This design comes from an exercise in tuning for small area and a short achievable clock period on the open sky130 flow, not from production work. The RTL was checked by simulation tests, not by an equivalence proof against the original design.

==> flow/design.v (excerpt) <==
module ultrasonic_ctrl_mc #(
  parameter int NCH       = 4,
  parameter int CH_W      = 2,
  parameter int DAC_W     = 12,
  parameter int DATA_W    = 25,
  parameter int DEPTH     = 128,
  parameter int ADDR_W    = 7,
  parameter int RING_MODE = 1
) (
  input  logic                   clk,
  input  logic                   rst_n,
  input  logic                   cmd_valid,
  output logic                   cmd_ready,
  input  logic [2:0]             cmd_op,
  input  logic [CH_W-1:0]        cmd_ch,
  input  logic [7:0]             cmd_amount,
  input  logic                   cmd_capture,
  output logic [NCH*DAC_W-1:0]   dac_out,
  output logic [NCH-1:0]         dac_on,
  input  logic                   rec_en,
  input  logic [DATA_W-1:0]      buf_in,
  output logic                   capturing,
  output logic                   cap_done,
  output logic [CH_W-1:0]        cap_ch,
  output logic [ADDR_W:0]        cap_count,
  output logic [ADDR_W-1:0]      cap_start,
  output logic                   overflow,
  input  logic                   rd_en,
  input  logic [ADDR_W-1:0]      rd_add,
  output logic [DATA_W-1:0]      rd_data,
  output logic                   rd_valid
);
Size: ~6,400 cells after synthesis, roughly 130,000 um^2 of cells after synthesis.
Settings: LEC_CHECK=0, CAP_MARGIN=20, CORE_MARGIN=2, CORE_UTILIZATION=55, PLACE_DENSITY=0.65, SETUP_SLACK_MARGIN=2.5, SLEW_MARGIN=20; clock period 5.0 ns.
standard.sh (not shown) runs the stock make flow with config.mk's settings and CLKGATE_MAP_FILE= SYNTH_SCRIPT=/design/flow/synth_recipe.tcl, a recipe that flattens the netlist after the stock synthesis.
==> flow/flow/run.sh <==
#!/bin/bash
# Standard ORFS layout (the standard.sh, unchanged synthesis), except that
# the port buffers placed in global placement are plain buf_4 cells instead of
# the resizer's default pick.
set -euo pipefail
export BUFFER_PORTS_ARGS="-buffer_cell sky130_fd_sc_hd__buf_4"
bash standard.sh "BUFFER_PORTS_ARGS=-buffer_cell sky130_fd_sc_hd__buf_4" finish > orfs_make.log 2>&1
The baseline reached the layout checks and failed them: max-capacitance violations, max-slew violations.
Change:
==> flow/flow/run.sh (replaced) <==
#!/bin/bash
# Standard ORFS layout (the standard.sh, unchanged synthesis) with two
# changes: the port buffers placed in global placement are plain buf_4 cells,
# and clock tree synthesis builds the tree from clkbuf_8 cells without dummy
# loads. The make output goes to orfs_make.log; each ORFS step keeps its own
# log under orfs/logs.
set -euo pipefail
BP="-buffer_cell sky130_fd_sc_hd__buf_4"
CA="-sink_clustering_enable -repair_clock_nets -dont_use_dummy_load -buf_list sky130_fd_sc_hd__clkbuf_8"
export BUFFER_PORTS_ARGS="$BP"
export CTS_ARGS="$CA"
bash standard.sh "BUFFER_PORTS_ARGS=$BP" "CTS_ARGS=$CA" finish > orfs_make.log 2>&1
CORE_UTILIZATION = 45   (was 55)
PLACE_DENSITY = unset   (was 0.65)
SETUP_SLACK_MARGIN = 2.3   (was 2.5)
What happened: With this change the flow produced a clean layout; via count fell by 5.8%; clock skew goes up by 0.051 ns; setup slack is worse by 0.016 ns.

========
Another version of the RTL of ultrasonic_ctrl_mc (not shown whole).
For scale: about 6,200 cells after synthesis, ~0.13 sq mm of cells after synthesis.
==> flow/config.mk <==
export PLATFORM = sky130hd
export DESIGN_NAME = ultrasonic_ctrl_mc
export DESIGN_NICKNAME = ultrasonic_ctrl_mc
export VERILOG_FILES = /design/flow/design.v
export SDC_FILE = /design/flow/constraint.sdc
export NUM_CORES = 4
export LEC_CHECK = 0
export CAP_MARGIN = 20
export CORE_MARGIN = 2
export CORE_UTILIZATION = 45
export SETUP_SLACK_MARGIN = 2.4
export SLEW_MARGIN = 40
==> flow/constraint.sdc <==
create_clock -name core_clock -period 5.0 [get_ports {clk}]
set_input_delay 1.0000 -clock core_clock [delete_from_list [all_inputs] [get_ports {clk}]]
set_output_delay 1.0000 -clock core_clock [all_outputs]
set_load 0.01 [all_outputs]
==> flow/flow/run.sh <==
#!/bin/bash
# Standard ORFS layout (the standard.sh, unchanged synthesis) with two
# changes: the port buffers placed in global placement are plain buf_4 cells,
# and clock tree synthesis builds the tree from clkbuf_8 cells, in sink
# clusters of up to 16 flip-flops within 60 um, without dummy
# loads. The make output goes to orfs_make.log; each ORFS step keeps its own
# log under orfs/logs.
set -euo pipefail
BP="-buffer_cell sky130_fd_sc_hd__buf_4"
CA="-sink_clustering_enable -sink_clustering_size 16 -sink_clustering_max_diameter 60 -repair_clock_nets -dont_use_dummy_load -buf_list sky130_fd_sc_hd__clkbuf_8"
export BUFFER_PORTS_ARGS="$BP"
export CTS_ARGS="$CA"
bash standard.sh "BUFFER_PORTS_ARGS=$BP" "CTS_ARGS=$CA" finish > orfs_make.log 2>&1
==> next run, changes <==
==> flow/flow/run.sh (replaced) <==
#!/bin/bash
# Standard ORFS layout (the standard.sh, unchanged synthesis) with two
# changes: the port buffers placed in global placement are plain buf_4 cells,
# and clock tree synthesis builds the tree from clkbuf_8 cells without dummy
# loads. The make output goes to orfs_make.log; each ORFS step keeps its own
# log under orfs/logs.
set -euo pipefail
BP="-buffer_cell sky130_fd_sc_hd__buf_4"
CA="-sink_clustering_enable -repair_clock_nets -dont_use_dummy_load -buf_list sky130_fd_sc_hd__clkbuf_8"
export BUFFER_PORTS_ARGS="$BP"
export CTS_ARGS="$CA"
bash standard.sh "BUFFER_PORTS_ARGS=$BP" "CTS_ARGS=$CA" finish > orfs_make.log 2>&1
- SETUP_SLACK_MARGIN: 2.4 -> 2.3
- SLEW_MARGIN: 40 -> 20
Effect:
- clock skew is higher by 0.0075 ns
- global-route usage is lower by 0.17 points
- first-iteration DRC count is higher by 1.9%
- routed wire length is lower by 1.5%
- die area is unchanged
- area after synthesis is unchanged
- hold slack got worse by 0.073 ns
- design area is higher by 1.7%
- core utilization is higher by 0.86 points
==> next run, changes <==
==> flow/flow/run.sh (replaced) <==
#!/bin/bash
# Standard ORFS layout (the standard.sh, unchanged synthesis) with two
# changes: the port buffers placed in global placement are plain buf_4 cells,
# and clock tree synthesis builds the tree from clkbuf_8 cells, in sink
# clusters of up to 16 flip-flops within 60 um, without dummy
# loads. The make output goes to orfs_make.log; each ORFS step keeps its own
# log under orfs/logs.
set -euo pipefail
BP="-buffer_cell sky130_fd_sc_hd__buf_4"
CA="-sink_clustering_enable -sink_clustering_size 16 -sink_clustering_max_diameter 60 -repair_clock_nets -dont_use_dummy_load -buf_list sky130_fd_sc_hd__clkbuf_8"
export BUFFER_PORTS_ARGS="$BP"
export CTS_ARGS="$CA"
bash standard.sh "BUFFER_PORTS_ARGS=$BP" "CTS_ARGS=$CA" finish > orfs_make.log 2>&1
=> The changed run completed without violations; die area is unchanged; final area came out lower by 2.7%; setup slack gains 0.11 ns.

static timing again, ports no longer ideal:
In the flow no input, the clock included, has a driving cell. The finished layouts below were timed again as built, in two steps.
Step 1 assumes that a clkbuf_16 drives the clock port and a buf_2 every other input.
Step 2, shift: input delay + t, output delay - t, t = (earliest + latest rising clock arrival at the registers) / 2. This alone moves slack from input paths to output paths.
Slacks: ideal ports / drivers / drivers and shift; pairs: ideal ports / drivers.
run | t, ns | setup slack, ns | worst register clock-pin slew, ns
the first run of note 1 | 1.075 | 2.072 / 1.881 / 0.807 | 0.07 / 0.07
the second run of note 1 | 1.215 | 2.056 / 1.876 / 0.661 | 0.06 / 0.06
the first run of note 2 | 1.121 | 2.095 / 1.989 / 1.005 | 0.11 / 0.11
the second run of note 2 | 1.212 | 2.016 / 1.912 / 0.704 | 0.06 / 0.06
the third run of note 2 | 1.100 | 2.125 / 1.749 / 0.648 | 0.11 / 0.11
The setup slack of the third run of note 2, which loses most, moves by -0.376 ns with the drivers and by -1.477 ns with both steps.
